From an optimization exercise on the open Yosys and OpenROAD flow, aimed at small area, a short achievable clock period and few clock cycles per item; shortcuts taken in it are not production practice.
RTL that was checked went through simulation tests only; none was proved equivalent to the original.

==> exp/juniper: inputs <==
Design disk_chs_lba_translate, start of the top module:
module disk_chs_lba_translate (
  input  logic        clk_i,
  input  logic        rst_ni,
  input  logic        in_valid_i,
  output logic        in_ready_o,
  input  logic        in_func_i,
  input  logic [15:0] in_cylinder_i,
  input  logic [7:0]  in_head_i,
  input  logic [7:0]  in_sector_i,
  input  logic [31:0] in_block_i,
  input  logic        in_wide_i,
  output logic        out_valid_o,
  input  logic        out_ready_i,
  output logic [31:0] out_block_o,
  output logic [15:0] out_cylinder_o,
  output logic [7:0]  out_head_o,
  output logic [7:0]  out_sector_o,
  output logic        out_addr_valid_o,
  input  logic        cfg_valid_i,
  output logic        cfg_ready_o,
  input  logic [7:0]  cfg_index_i,
  input  logic [15:0] cfg_value_i
);
  logic [11:0] cyl_cnt_q;
  logic [7:0]  head_cnt_q;
  logic [7:0]  sec_narrow_q;
  logic [7:0]  sec_wide_q;
  logic [15:0] sh_narrow_q;    
  logic [15:0] sh_wide_q;      
  logic        sh_busy_q;
  logic [2:0]  sh_bit_q;
  assign cfg_ready_o = 1'b1;
  always_ff @(posedge clk_i or negedge rst_ni) begin
    if (!rst_ni) begin
      cyl_cnt_q    <= 12'd815;
      head_cnt_q   <= 8'd19;
      sec_narrow_q <= 8'd22;
      sec_wide_q   <= 8'd20;
    end else if (cfg_valid_i) begin
      case (cfg_index_i)
        8'd0: cyl_cnt_q    <= cfg_value_i[11:0];
        8'd1: head_cnt_q   <= cfg_value_i[7:0];
        8'd2: sec_narrow_q <= cfg_value_i[7:0];
        8'd3: sec_wide_q   <= cfg_value_i[7:0];
        default: ;
      endcase
  ...
clock: 9.0 ns
lec_check: 0
cap_margin: 20
core_margin: 2
core_utilization: 40
setup_slack_margin: 2
slew_margin: 20
run.sh (not shown) runs the stock make flow with config.mk's settings and CLKGATE_MAP_FILE= SYNTH_SCRIPT=/design/flow/synth_recipe.tcl, a recipe that flattens the netlist after the stock synthesis.
==> exp/cedar (differences from exp/juniper) <==
--- a/flow/design.v
+++ b/flow/design.v
@@ -64,14 +64,380 @@
                    + (head_cnt_q[sh_bit_q] ? {8'd0, sec_narrow_q} : 16'd0);
       sh_wide_q   <= {sh_wide_q[14:0], 1'b0}
                    + (head_cnt_q[sh_bit_q] ? {8'd0, sec_wide_q} : 16'd0);
       sh_bit_q    <= sh_bit_q - 3'd1;
       sh_busy_q   <= sh_bit_q != 3'd0;
     end
   end
+  function automatic logic [15:0] madd_f1(input logic [7:0] acc, input logic [7:0] m,
+                                         input logic [7:0] d);
+    logic [15:0] sm, cy, g, p, acc_x, pp0, pp1, pp2;
+    logic [15:0] pp3, pp4, pp5, pp6, pp7, cs0, cc0, cs1;
+    logic [15:0] cc1, cs2, cc2, cs3, cc3, cs4, cc4, cs5;
+    logic [15:0] cc5, cs6, cc6, g0, g1, g2, g3, p0;
+    logic [15:0] p1, p2, p3;
+    acc_x = 16'(acc);
+    pp0 = m[0] ? (16'(d) << 0) : '0;
+    pp1 = m[1] ? (16'(d) << 1) : '0;
+    pp2 = m[2] ? (16'(d) << 2) : '0;
+    pp3 = m[3] ? (16'(d) << 3) : '0;
+    pp4 = m[4] ? (16'(d) << 4) : '0;
+    pp5 = m[5] ? (16'(d) << 5) : '0;
+    pp6 = m[6] ? (16'(d) << 6) : '0;
+    pp7 = m[7] ? (16'(d) << 7) : '0;
+    cs0 = acc_x ^ pp0 ^ pp1;
+    cc0 = ((acc_x & pp0) | (acc_x & pp1) | (pp0 & pp1)) << 1;
+    cs1 = pp2 ^ pp3 ^ pp4;
+    cc1 = ((pp2 & pp3) | (pp2 & pp4) | (pp3 & pp4)) << 1;
+    cs2 = pp5 ^ pp6 ^ pp7;
+    cc2 = ((pp5 & pp6) | (pp5 & pp7) | (pp6 & pp7)) << 1;
+    cs3 = cs0 ^ cc0 ^ cs1;
+    cc3 = ((cs0 & cc0) | (cs0 & cs1) | (cc0 & cs1)) << 1;
+    cs4 = cc1 ^ cs2 ^ cc2;
+    cc4 = ((cc1 & cs2) | (cc1 & cc2) | (cs2 & cc2)) << 1;
+    cs5 = cs3 ^ cc3 ^ cs4;
+    cc5 = ((cs3 & cc3) | (cs3 & cs4) | (cc3 & cs4)) << 1;
+    cs6 = cs5 ^ cc5 ^ cc4;
+    cc6 = ((cs5 & cc5) | (cs5 & cc4) | (cc5 & cc4)) << 1;
+    sm = cs6;
+    cy = cc6;
+    g = sm & cy;
+    p = sm ^ cy;
+    g0 = g;
+    p0 = p;
+    g0[1] = g[1] | (p[1] & g[0]);
+    p0[1] = p[1] & p[0];
+    g0[3] = g[3] | (p[3] & g[2]);
+    p0[3] = p[3] & p[2];
+    g0[5] = g[5] | (p[5] & g[4]);
+    p0[5] = p[5] & p[4];
+    g0[7] = g[7] | (p[7] & g[6]);
+    p0[7] = p[7] & p[6];
+    g0[9] = g[9] | (p[9] & g[8]);
+    p0[9] = p[9] & p[8];
+    g0[11] = g[11] | (p[11] & g[10]);
+    p0[11] = p[11] & p[10];
+    g0[13] = g[13] | (p[13] & g[12]);
+    p0[13] = p[13] & p[12];
+    g0[15] = g[15] | (p[15] & g[14]);
+    p0[15] = p[15] & p[14];
+    g1 = g0;
+    p1 = p0;
+    g1[2] = g0[2] | (p0[2] & g0[1]);
+    p1[2] = p0[2] & p0[1];
+    g1[3] = g0[3] | (p0[3] & g0[1]);
+    p1[3] = p0[3] & p0[1];
+    g1[6] = g0[6] | (p0[6] & g0[5]);
+    p1[6] = p0[6] & p0[5];
+    g1[7] = g0[7] | (p0[7] & g0[5]);
+    p1[7] = p0[7] & p0[5];
+    g1[10] = g0[10] | (p0[10] & g0[9]);
+    p1[10] = p0[10] & p0[9];
+    g1[11] = g0[11] | (p0[11] & g0[9]);
+    p1[11] = p0[11] & p0[9];
+    g1[14] = g0[14] | (p0[14] & g0[13]);
+    p1[14] = p0[14] & p0[13];
+    g1[15] = g0[15] | (p0[15] & g0[13]);
+    p1[15] = p0[15] & p0[13];
+    g2 = g1;
+    p2 = p1;
+    g2[4] = g1[4] | (p1[4] & g1[3]);
+    p2[4] = p1[4] & p1[3];
+    g2[5] = g1[5] | (p1[5] & g1[3]);
+    p2[5] = p1[5] & p1[3];
+    g2[6] = g1[6] | (p1[6] & g1[3]);
+    p2[6] = p1[6] & p1[3];
+    g2[7] = g1[7] | (p1[7] & g1[3]);
+    p2[7] = p1[7] & p1[3];
+    g2[12] = g1[12] | (p1[12] & g1[11]);
+    p2[12] = p1[12] & p1[11];
+    g2[13] = g1[13] | (p1[13] & g1[11]);
+    p2[13] = p1[13] & p1[11];
+    g2[14] = g1[14] | (p1[14] & g1[11]);
+    p2[14] = p1[14] & p1[11];
+    g2[15] = g1[15] | (p1[15] & g1[11]);
+    p2[15] = p1[15] & p1[11];
+    g3 = g2;
+    p3 = p2;
+    g3[8] = g2[8] | (p2[8] & g2[7]);
+    p3[8] = p2[8] & p2[7];
+    g3[9] = g2[9] | (p2[9] & g2[7]);
+    p3[9] = p2[9] & p2[7];
+    g3[10] = g2[10] | (p2[10] & g2[7]);
+    p3[10] = p2[10] & p2[7];
+    g3[11] = g2[11] | (p2[11] & g2[7]);
+    p3[11] = p2[11] & p2[7];
+    g3[12] = g2[12] | (p2[12] & g2[7]);
+    p3[12] = p2[12] & p2[7];
+    g3[13] = g2[13] | (p2[13] & g2[7]);
+    p3[13] = p2[13] & p2[7];
+    g3[14] = g2[14] | (p2[14] & g2[7]);
+    p3[14] = p2[14] & p2[7];
+    g3[15] = g2[15] | (p2[15] & g2[7]);
+    p3[15] = p2[15] & p2[7];
+    madd_f1 = p ^ {g3[14:0], 1'b0};
+  endfunction
+  function automatic logic [21:0] madd_f2(input logic [15:0] acc, input logic [5:0] m,
+                                         input logic [15:0] d);
+    logic [21:0] sm, cy, g, p, acc_x, pp0, pp1, pp2;
+    logic [21:0] pp3, pp4, pp5, cs0, cc0, cs1, cc1, cs2;
+    logic [21:0] cc2, cs3, cc3, cs4, cc4, g0, g1, g2;
+    logic [21:0] g3, g4, p0, p1, p2, p3, p4;
+    acc_x = 22'(acc);
+    pp0 = m[0] ? (22'(d) << 0) : '0;
+    pp1 = m[1] ? (22'(d) << 1) : '0;
+    pp2 = m[2] ? (22'(d) << 2) : '0;
+    pp3 = m[3] ? (22'(d) << 3) : '0;
+    pp4 = m[4] ? (22'(d) << 4) : '0;
+    pp5 = m[5] ? (22'(d) << 5) : '0;
+    cs0 = acc_x ^ pp0 ^ pp1;
+    cc0 = ((acc_x & pp0) | (acc_x & pp1) | (pp0 & pp1)) << 1;
+    cs1 = pp2 ^ pp3 ^ pp4;
+    cc1 = ((pp2 & pp3) | (pp2 & pp4) | (pp3 & pp4)) << 1;
+    cs2 = cs0 ^ cc0 ^ cs1;
+    cc2 = ((cs0 & cc0) | (cs0 & cs1) | (cc0 & cs1)) << 1;
+    cs3 = cs2 ^ cc2 ^ cc1;
+    cc3 = ((cs2 & cc2) | (cs2 & cc1) | (cc2 & cc1)) << 1;
+    cs4 = cs3 ^ cc3 ^ pp5;
+    cc4 = ((cs3 & cc3) | (cs3 & pp5) | (cc3 & pp5)) << 1;
+    sm = cs4;
+    cy = cc4;
+    g = sm & cy;
+    p = sm ^ cy;
+    g0 = g;
+    p0 = p;
+    g0[1] = g[1] | (p[1] & g[0]);
+    p0[1] = p[1] & p[0];
+    g0[3] = g[3] | (p[3] & g[2]);
+    p0[3] = p[3] & p[2];
+    g0[5] = g[5] | (p[5] & g[4]);
+    p0[5] = p[5] & p[4];
+    g0[7] = g[7] | (p[7] & g[6]);
+    p0[7] = p[7] & p[6];
+    g0[9] = g[9] | (p[9] & g[8]);
+    p0[9] = p[9] & p[8];
+    g0[11] = g[11] | (p[11] & g[10]);
+    p0[11] = p[11] & p[10];
+    g0[13] = g[13] | (p[13] & g[12]);
+    p0[13] = p[13] & p[12];
+    g0[15] = g[15] | (p[15] & g[14]);
+    p0[15] = p[15] & p[14];
+    g0[17] = g[17] | (p[17] & g[16]);
+    p0[17] = p[17] & p[16];
+    g0[19] = g[19] | (p[19] & g[18]);
+    p0[19] = p[19] & p[18];
+    g0[21] = g[21] | (p[21] & g[20]);
+    p0[21] = p[21] & p[20];
+    g1 = g0;
+    p1 = p0;
+    g1[2] = g0[2] | (p0[2] & g0[1]);
+    p1[2] = p0[2] & p0[1];
+    g1[3] = g0[3] | (p0[3] & g0[1]);
+    p1[3] = p0[3] & p0[1];
+    g1[6] = g0[6] | (p0[6] & g0[5]);
+    p1[6] = p0[6] & p0[5];
+    g1[7] = g0[7] | (p0[7] & g0[5]);
+    p1[7] = p0[7] & p0[5];
+    g1[10] = g0[10] | (p0[10] & g0[9]);
+    p1[10] = p0[10] & p0[9];
+    g1[11] = g0[11] | (p0[11] & g0[9]);
+    p1[11] = p0[11] & p0[9];
+    g1[14] = g0[14] | (p0[14] & g0[13]);
+    p1[14] = p0[14] & p0[13];
+    g1[15] = g0[15] | (p0[15] & g0[13]);
+    p1[15] = p0[15] & p0[13];
+    g1[18] = g0[18] | (p0[18] & g0[17]);
+    p1[18] = p0[18] & p0[17];
+    g1[19] = g0[19] | (p0[19] & g0[17]);
+    p1[19] = p0[19] & p0[17];
+    g2 = g1;
+    p2 = p1;
+    g2[4] = g1[4] | (p1[4] & g1[3]);
+    p2[4] = p1[4] & p1[3];
+    g2[5] = g1[5] | (p1[5] & g1[3]);
+    p2[5] = p1[5] & p1[3];
+    g2[6] = g1[6] | (p1[6] & g1[3]);
+    p2[6] = p1[6] & p1[3];
+    g2[7] = g1[7] | (p1[7] & g1[3]);
+    p2[7] = p1[7] & p1[3];
+    g2[12] = g1[12] | (p1[12] & g1[11]);
+    p2[12] = p1[12] & p1[11];
+    g2[13] = g1[13] | (p1[13] & g1[11]);
+    p2[13] = p1[13] & p1[11];
+    g2[14] = g1[14] | (p1[14] & g1[11]);
+    p2[14] = p1[14] & p1[11];
+    g2[15] = g1[15] | (p1[15] & g1[11]);
+    p2[15] = p1[15] & p1[11];
+    g2[20] = g1[20] | (p1[20] & g1[19]);
+    p2[20] = p1[20] & p1[19];
+    g2[21] = g1[21] | (p1[21] & g1[19]);
+    p2[21] = p1[21] & p1[19];
+    g3 = g2;
+    p3 = p2;
+    g3[8] = g2[8] | (p2[8] & g2[7]);
+    p3[8] = p2[8] & p2[7];
+    g3[9] = g2[9] | (p2[9] & g2[7]);
+    p3[9] = p2[9] & p2[7];
+    g3[10] = g2[10] | (p2[10] & g2[7]);
+    p3[10] = p2[10] & p2[7];
+    g3[11] = g2[11] | (p2[11] & g2[7]);
+    p3[11] = p2[11] & p2[7];
+    g3[12] = g2[12] | (p2[12] & g2[7]);
+    p3[12] = p2[12] & p2[7];
+    g3[13] = g2[13] | (p2[13] & g2[7]);
+    p3[13] = p2[13] & p2[7];
+    g3[14] = g2[14] | (p2[14] & g2[7]);
+    p3[14] = p2[14] & p2[7];
+    g3[15] = g2[15] | (p2[15] & g2[7]);
+    p3[15] = p2[15] & p2[7];
+    g4 = g3;
+    p4 = p3;
+    g4[16] = g3[16] | (p3[16] & g3[15]);
+    p4[16] = p3[16] & p3[15];
+    g4[17] = g3[17] | (p3[17] & g3[15]);
+    p4[17] = p3[17] & p3[15];
+    g4[18] = g3[18] | (p3[18] & g3[15]);
+    p4[18] = p3[18] & p3[15];
+    g4[19] = g3[19] | (p3[19] & g3[15]);
+    p4[19] = p3[19] & p3[15];
+    g4[20] = g3[20] | (p3[20] & g3[15]);
+    p4[20] = p3[20] & p3[15];
+    g4[21] = g3[21] | (p3[21] & g3[15]);
+    p4[21] = p3[21] & p3[15];
+    madd_f2 = p ^ {g4[20:0], 1'b0};
+  endfunction
+  function automatic logic [21:0] madd_f3(input logic [15:0] acc, input logic [5:0] m,
+                                         input logic [15:0] d);
+    logic [21:0] sm, cy, g, p, acc_x, pp0, pp1, pp2;
+    logic [21:0] pp3, pp4, pp5, cs0, cc0, cs1, cc1, cs2;
+    logic [21:0] cc2, cs3, cc3, cs4, cc4, g0, g1, g2;
+    logic [21:0] g3, g4, p0, p1, p2, p3, p4;
+    acc_x = 22'(acc);
+    pp0 = m[0] ? (22'(d) << 0) : '0;
+    pp1 = m[1] ? (22'(d) << 1) : '0;
+    pp2 = m[2] ? (22'(d) << 2) : '0;
+    pp3 = m[3] ? (22'(d) << 3) : '0;
+    pp4 = m[4] ? (22'(d) << 4) : '0;
+    pp5 = m[5] ? (22'(d) << 5) : '0;
+    cs0 = acc_x ^ pp0 ^ pp1;
+    cc0 = ((acc_x & pp0) | (acc_x & pp1) | (pp0 & pp1)) << 1;
+    cs1 = pp2 ^ pp3 ^ pp4;
+    cc1 = ((pp2 & pp3) | (pp2 & pp4) | (pp3 & pp4)) << 1;
+    cs2 = cs0 ^ cc0 ^ cs1;
+    cc2 = ((cs0 & cc0) | (cs0 & cs1) | (cc0 & cs1)) << 1;
+    cs3 = cs2 ^ cc2 ^ cc1;
+    cc3 = ((cs2 & cc2) | (cs2 & cc1) | (cc2 & cc1)) << 1;
+    cs4 = cs3 ^ cc3 ^ pp5;
+    cc4 = ((cs3 & cc3) | (cs3 & pp5) | (cc3 & pp5)) << 1;
+    sm = cs4;
+    cy = cc4;
+    g = sm & cy;
+    p = sm ^ cy;
+    g0 = g;
+    p0 = p;
+    g0[1] = g[1] | (p[1] & g[0]);
+    p0[1] = p[1] & p[0];
+    g0[3] = g[3] | (p[3] & g[2]);
+    p0[3] = p[3] & p[2];
+    g0[5] = g[5] | (p[5] & g[4]);
+    p0[5] = p[5] & p[4];
+    g0[7] = g[7] | (p[7] & g[6]);
+    p0[7] = p[7] & p[6];
+    g0[9] = g[9] | (p[9] & g[8]);
+    p0[9] = p[9] & p[8];
+    g0[11] = g[11] | (p[11] & g[10]);
+    p0[11] = p[11] & p[10];
+    g0[13] = g[13] | (p[13] & g[12]);
+    p0[13] = p[13] & p[12];
+    g0[15] = g[15] | (p[15] & g[14]);
+    p0[15] = p[15] & p[14];
+    g0[17] = g[17] | (p[17] & g[16]);
+    p0[17] = p[17] & p[16];
+    g0[19] = g[19] | (p[19] & g[18]);
+    p0[19] = p[19] & p[18];
+    g0[21] = g[21] | (p[21] & g[20]);
+    p0[21] = p[21] & p[20];
+    g1 = g0;
+    p1 = p0;
+    g1[2] = g0[2] | (p0[2] & g0[1]);
+    p1[2] = p0[2] & p0[1];
+    g1[3] = g0[3] | (p0[3] & g0[1]);
+    p1[3] = p0[3] & p0[1];
+    g1[6] = g0[6] | (p0[6] & g0[5]);
+    p1[6] = p0[6] & p0[5];
+    g1[7] = g0[7] | (p0[7] & g0[5]);
+    p1[7] = p0[7] & p0[5];
+    g1[10] = g0[10] | (p0[10] & g0[9]);
+    p1[10] = p0[10] & p0[9];
+    g1[11] = g0[11] | (p0[11] & g0[9]);
+    p1[11] = p0[11] & p0[9];
+    g1[14] = g0[14] | (p0[14] & g0[13]);
+    p1[14] = p0[14] & p0[13];
+    g1[15] = g0[15] | (p0[15] & g0[13]);
+    p1[15] = p0[15] & p0[13];
+    g1[18] = g0[18] | (p0[18] & g0[17]);
+    p1[18] = p0[18] & p0[17];
+    g1[19] = g0[19] | (p0[19] & g0[17]);
+    p1[19] = p0[19] & p0[17];
+    g2 = g1;
+    p2 = p1;
+    g2[4] = g1[4] | (p1[4] & g1[3]);
+    p2[4] = p1[4] & p1[3];
+    g2[5] = g1[5] | (p1[5] & g1[3]);
+    p2[5] = p1[5] & p1[3];
+    g2[6] = g1[6] | (p1[6] & g1[3]);
+    p2[6] = p1[6] & p1[3];
+    g2[7] = g1[7] | (p1[7] & g1[3]);
+    p2[7] = p1[7] & p1[3];
+    g2[12] = g1[12] | (p1[12] & g1[11]);
+    p2[12] = p1[12] & p1[11];
+    g2[13] = g1[13] | (p1[13] & g1[11]);
+    p2[13] = p1[13] & p1[11];
+    g2[14] = g1[14] | (p1[14] & g1[11]);
+    p2[14] = p1[14] & p1[11];
+    g2[15] = g1[15] | (p1[15] & g1[11]);
+    p2[15] = p1[15] & p1[11];
+    g2[20] = g1[20] | (p1[20] & g1[19]);
+    p2[20] = p1[20] & p1[19];
+    g2[21] = g1[21] | (p1[21] & g1[19]);
+    p2[21] = p1[21] & p1[19];
+    g3 = g2;
+    p3 = p2;
+    g3[8] = g2[8] | (p2[8] & g2[7]);
+    p3[8] = p2[8] & p2[7];
+    g3[9] = g2[9] | (p2[9] & g2[7]);
+    p3[9] = p2[9] & p2[7];
+    g3[10] = g2[10] | (p2[10] & g2[7]);
+    p3[10] = p2[10] & p2[7];
+    g3[11] = g2[11] | (p2[11] & g2[7]);
+    p3[11] = p2[11] & p2[7];
+    g3[12] = g2[12] | (p2[12] & g2[7]);
+    p3[12] = p2[12] & p2[7];
+    g3[13] = g2[13] | (p2[13] & g2[7]);
+    p3[13] = p2[13] & p2[7];
+    g3[14] = g2[14] | (p2[14] & g2[7]);
+    p3[14] = p2[14] & p2[7];
+    g3[15] = g2[15] | (p2[15] & g2[7]);
+    p3[15] = p2[15] & p2[7];
+    g4 = g3;
+    p4 = p3;
+    g4[16] = g3[16] | (p3[16] & g3[15]);
+    p4[16] = p3[16] & p3[15];
+    g4[17] = g3[17] | (p3[17] & g3[15]);
+    p4[17] = p3[17] & p3[15];
+    g4[18] = g3[18] | (p3[18] & g3[15]);
+    p4[18] = p3[18] & p3[15];
+    g4[19] = g3[19] | (p3[19] & g3[15]);
+    p4[19] = p3[19] & p3[15];
+    g4[20] = g3[20] | (p3[20] & g3[15]);
+    p4[20] = p3[20] & p3[15];
+    g4[21] = g3[21] | (p3[21] & g3[15]);
+    p4[21] = p3[21] & p3[15];
+    madd_f3 = p ^ {g4[20:0], 1'b0};
+  endfunction
   function automatic logic [16:0] div_row16(input logic [15:0] r, input logic b,
                                            input logic [15:0] d);
     logic [16:0] t, dd, g, p, bo, df;
     logic g0_1, p0_1, g0_3, p0_3, g0_5, p0_5, g0_7, p0_7;
     logic g0_9, p0_9, g0_11, p0_11, g0_13, p0_13, g0_15, p0_15;
     logic g1_2, p1_2, g1_3, p1_3, g1_6, p1_6, g1_7, p1_7;
     logic g1_10, p1_10, g1_11, p1_11, g1_14, p1_14, g1_15, p1_15;
@@ -301,15 +667,15 @@
     d8   = '0;
     d16 = div_row16(v[27:12], v[11], sh_k);
     v   = {(d16[16] && func_q0) ? d16[15:0] : v[26:11], v[10:0], func_q0 ? d16[16] : v[27]};
     d16 = div_row16(v[27:12], v[11], sh_k);
     v   = {(d16[16] && func_q0) ? d16[15:0] : v[26:11], v[10:0], func_q0 ? d16[16] : v[27]};
     if (!func_q0) begin
       f = {w_q0[0], w_q0[27], w_q0[26], w_q0[25], w_q0[24], w_q0[23], w_q0[22], w_q0[21], w_q0[20], w_q0[19], w_q0[18], w_q0[17], w_q0[16], w_q0[15], w_q0[14], w_q0[13], w_q0[12], w_q0[11], w_q0[10], w_q0[9], w_q0[8], w_q0[7], w_q0[6], w_q0[5], w_q0[4], w_q0[3], w_q0[2], w_q0[1]};
-      f = {f[27:16], 16'(f[15:8] * s_k) + 16'(f[7:0])};
+      f = {f[27:16], madd_f1(f[7:0], f[15:8], s_k)};
       v = {f[24], f[23], f[22], f[21], f[20], f[19], f[18], f[17], f[16], f[15], f[14], f[13], f[12], f[11], f[10], f[9], f[8], f[7], f[6], f[5], f[4], f[3], f[2], f[1], f[0], f[27], f[26], f[25]};
     end
     w_c1 = v;
   end
   logic        func_q1, wide_q1, bad_q1;
   logic [27:0] w_q1;
   always_ff @(posedge clk_i) begin
@@ -372,15 +738,15 @@
     d8   = '0;
     d16 = div_row16(v[27:12], v[11], sh_k);
     v   = {(d16[16] && func_q2) ? d16[15:0] : v[26:11], v[10:0], func_q2 ? d16[16] : v[27]};
     d16 = div_row16(v[27:12], v[11], sh_k);
     v   = {(d16[16] && func_q2) ? d16[15:0] : v[26:11], v[10:0], func_q2 ? d16[16] : v[27]};
     if (!func_q2) begin
       f = {w_q2[4], w_q2[3], w_q2[2], w_q2[1], w_q2[0], w_q2[27], w_q2[26], w_q2[25], w_q2[24], w_q2[23], w_q2[22], w_q2[21], w_q2[20], w_q2[19], w_q2[18], w_q2[17], w_q2[16], w_q2[15], w_q2[14], w_q2[13], w_q2[12], w_q2[11], w_q2[10], w_q2[9], w_q2[8], w_q2[7], w_q2[6], w_q2[5]};
-      f = {f[27:22], 22'(f[21:16] * sh_k) + 22'(f[15:0])};
+      f = {f[27:22], madd_f2(f[15:0], f[21:16], sh_k)};
       v = {f[20], f[19], f[18], f[17], f[16], f[15], f[14], f[13], f[12], f[11], f[10], f[9], f[8], f[7], f[6], f[5], f[4], f[3], f[2], f[1], f[0], f[27], f[26], f[25], f[24], f[23], f[22], f[21]};
     end
     w_c3 = v;
   end
   logic        func_q3, wide_q3, bad_q3;
   logic [27:0] w_q3;
   always_ff @(posedge clk_i) begin
@@ -443,15 +809,15 @@
     d8   = '0;
     d16 = div_row16(v[27:12], v[11], sh_k);
     v   = {(d16[16] && func_q4) ? d16[15:0] : v[26:11], v[10:0], func_q4 ? d16[16] : v[27]};
     d16 = div_row16(v[27:12], v[11], sh_k);
     v   = {(d16[16] && func_q4) ? d16[15:0] : v[26:11], v[10:0], func_q4 ? d16[16] : v[27]};
     if (!func_q4) begin
       f = {w_q4[8], w_q4[7], w_q4[6], w_q4[5], w_q4[4], w_q4[3], w_q4[2], w_q4[1], w_q4[0], w_q4[27], w_q4[26], w_q4[25], w_q4[24], w_q4[23], w_q4[22], w_q4[21], w_q4[20], w_q4[19], w_q4[18], w_q4[17], w_q4[16], w_q4[15], w_q4[14], w_q4[13], w_q4[12], w_q4[11], w_q4[10], w_q4[9]};
-      f = 28'({f[27:22], 6'd0} * sh_k) + 28'(f[21:0]);
+      f = {madd_f3(f[21:6], f[27:22], sh_k), f[5:0]};
       v = {f[16], f[15], f[14], f[13], f[12], f[11], f[10], f[9], f[8], f[7], f[6], f[5], f[4], f[3], f[2], f[1], f[0], f[27], f[26], f[25], f[24], f[23], f[22], f[21], f[20], f[19], f[18], f[17]};
     end
     w_c5 = v;
   end
   logic        func_q5, wide_q5, bad_q5;
   logic [27:0] w_q5;
   always_ff @(posedge clk_i) begin
SETUP_SLACK_MARGIN = 3   (was 2)
==> exp/violet (differences from exp/juniper) <==
SETUP_SLACK_MARGIN = 3   (was 2)
==> run summary <==
Placed Area: exp/cedar 0.0418 mm²; exp/juniper 0.0428 mm²; exp/violet 0.0428 mm²
Layout inverter count without the clock tree: exp/cedar 508; exp/juniper 512; exp/violet 512
Final design utilization: exp/cedar 47.9%; exp/juniper 45.3%; exp/violet 47.2%
Result of the run: exp/cedar complete, no violations; exp/juniper complete, no violations; exp/violet complete, no violations
Sequential-to-total area share from yosys stat: exp/cedar 29.4%; exp/juniper 28.6%; exp/violet 28.6%
Final WS setup: exp/cedar 2.90 ns; exp/juniper 2.31 ns; exp/violet 3.07 ns
Design area: exp/cedar 0.0462 mm²; exp/juniper 0.0447 mm²; exp/violet 0.0465 mm²
XOR/XNOR Fraction of Synth Area: exp/cedar 4.54%; exp/juniper 4.75%; exp/violet 4.75%
Number of distinct library cells after synthesis: exp/cedar 89; exp/juniper 95; exp/violet 95
Slack of the worst reg-to-reg path: exp/cedar 2.90 ns; exp/juniper 2.31 ns; exp/violet 3.07 ns
Hold Startpoint: exp/cedar w_q3[9]$_DFFE_PN_; exp/juniper w_q7[3]$_DFFE_PN_; exp/violet w_q3[0]$_DFFE_PN_
Vertical die dimension: exp/cedar 315 µm; exp/juniper 320 µm; exp/violet 320 µm
Share of the clock period used by the worst path after layout: exp/cedar 67.8%; exp/juniper 74.4%; exp/violet 65.9%
Met2 routed WL: exp/cedar 50900 µm; exp/juniper 47600 µm; exp/violet 49800 µm
Cell area after technology mapping: exp/cedar 0.0388 mm²; exp/juniper 0.0399 mm²; exp/violet 0.0399 mm²
Slowest-stage cell, CP: exp/cedar sky130_fd_sc_hd__edfxtp_1; exp/juniper sky130_fd_sc_hd__mux2i_1; exp/violet sky130_fd_sc_hd__dfstp_4
Synth top area share: exp/cedar 24.0%; exp/juniper 23.3%; exp/violet 23.3%
Area overhead of the layout relative to synthesis: exp/cedar 19.0%; exp/juniper 12.1%; exp/violet 16.7%
Met1 track utilization from global routing: exp/cedar 29.6%; exp/juniper 28.7%; exp/violet 29.2%
Measured slew at the worst slew-check pin: exp/cedar 1.02 ns; exp/juniper 1.03 ns; exp/violet 1.15 ns
Post-CTS Setup Repair Bufs: exp/cedar 78; exp/juniper 13; exp/violet 54
Synthesized netlist cell count: exp/cedar 3871; exp/juniper 3983; exp/violet 3983
Testbench counts of exp/juniper, summed over its fixed seeds: cycles 12,126, items 12,000.
Testbench counts of exp/violet, summed over its fixed seeds: cycles 12,126, items 12,000.
Function not checked in exp/cedar: the RTL went through the layout flow alone.

[separate check: timing with driven ports]
The results above use ideal ports. As a check the final layouts listed here were re-extracted and re-timed, cells and wires unchanged.
Step 1, drivers: a clkbuf_16 drives clk_i and a buf_2 each remaining input, both assumed.
Step 2 moves the port delays by t, midway between the first and last clock arrival at a register: inputs arrive t later, outputs are due t later. That takes back most of the time a late clock gives input paths.
a / b / c = ideal / step 1 / step 2; a / b = the first two.
| run | shift t [ns] | setup WS [ns] | pins driven straight from the clock port |
|---|---|---|---|
| exp/juniper | 0.649 | 2.306 / 2.306 / 2.135 | 1 |
| exp/cedar | 0.658 | 2.900 / 2.900 / 2.702 | 1 |
| exp/violet | 0.659 | 3.072 / 3.067 / 2.620 | 1 |
After both steps every run listed still meets setup and hold. The setup slack of exp/violet, which loses most, moves by -0.005 ns with the drivers and by -0.452 ns with both steps.
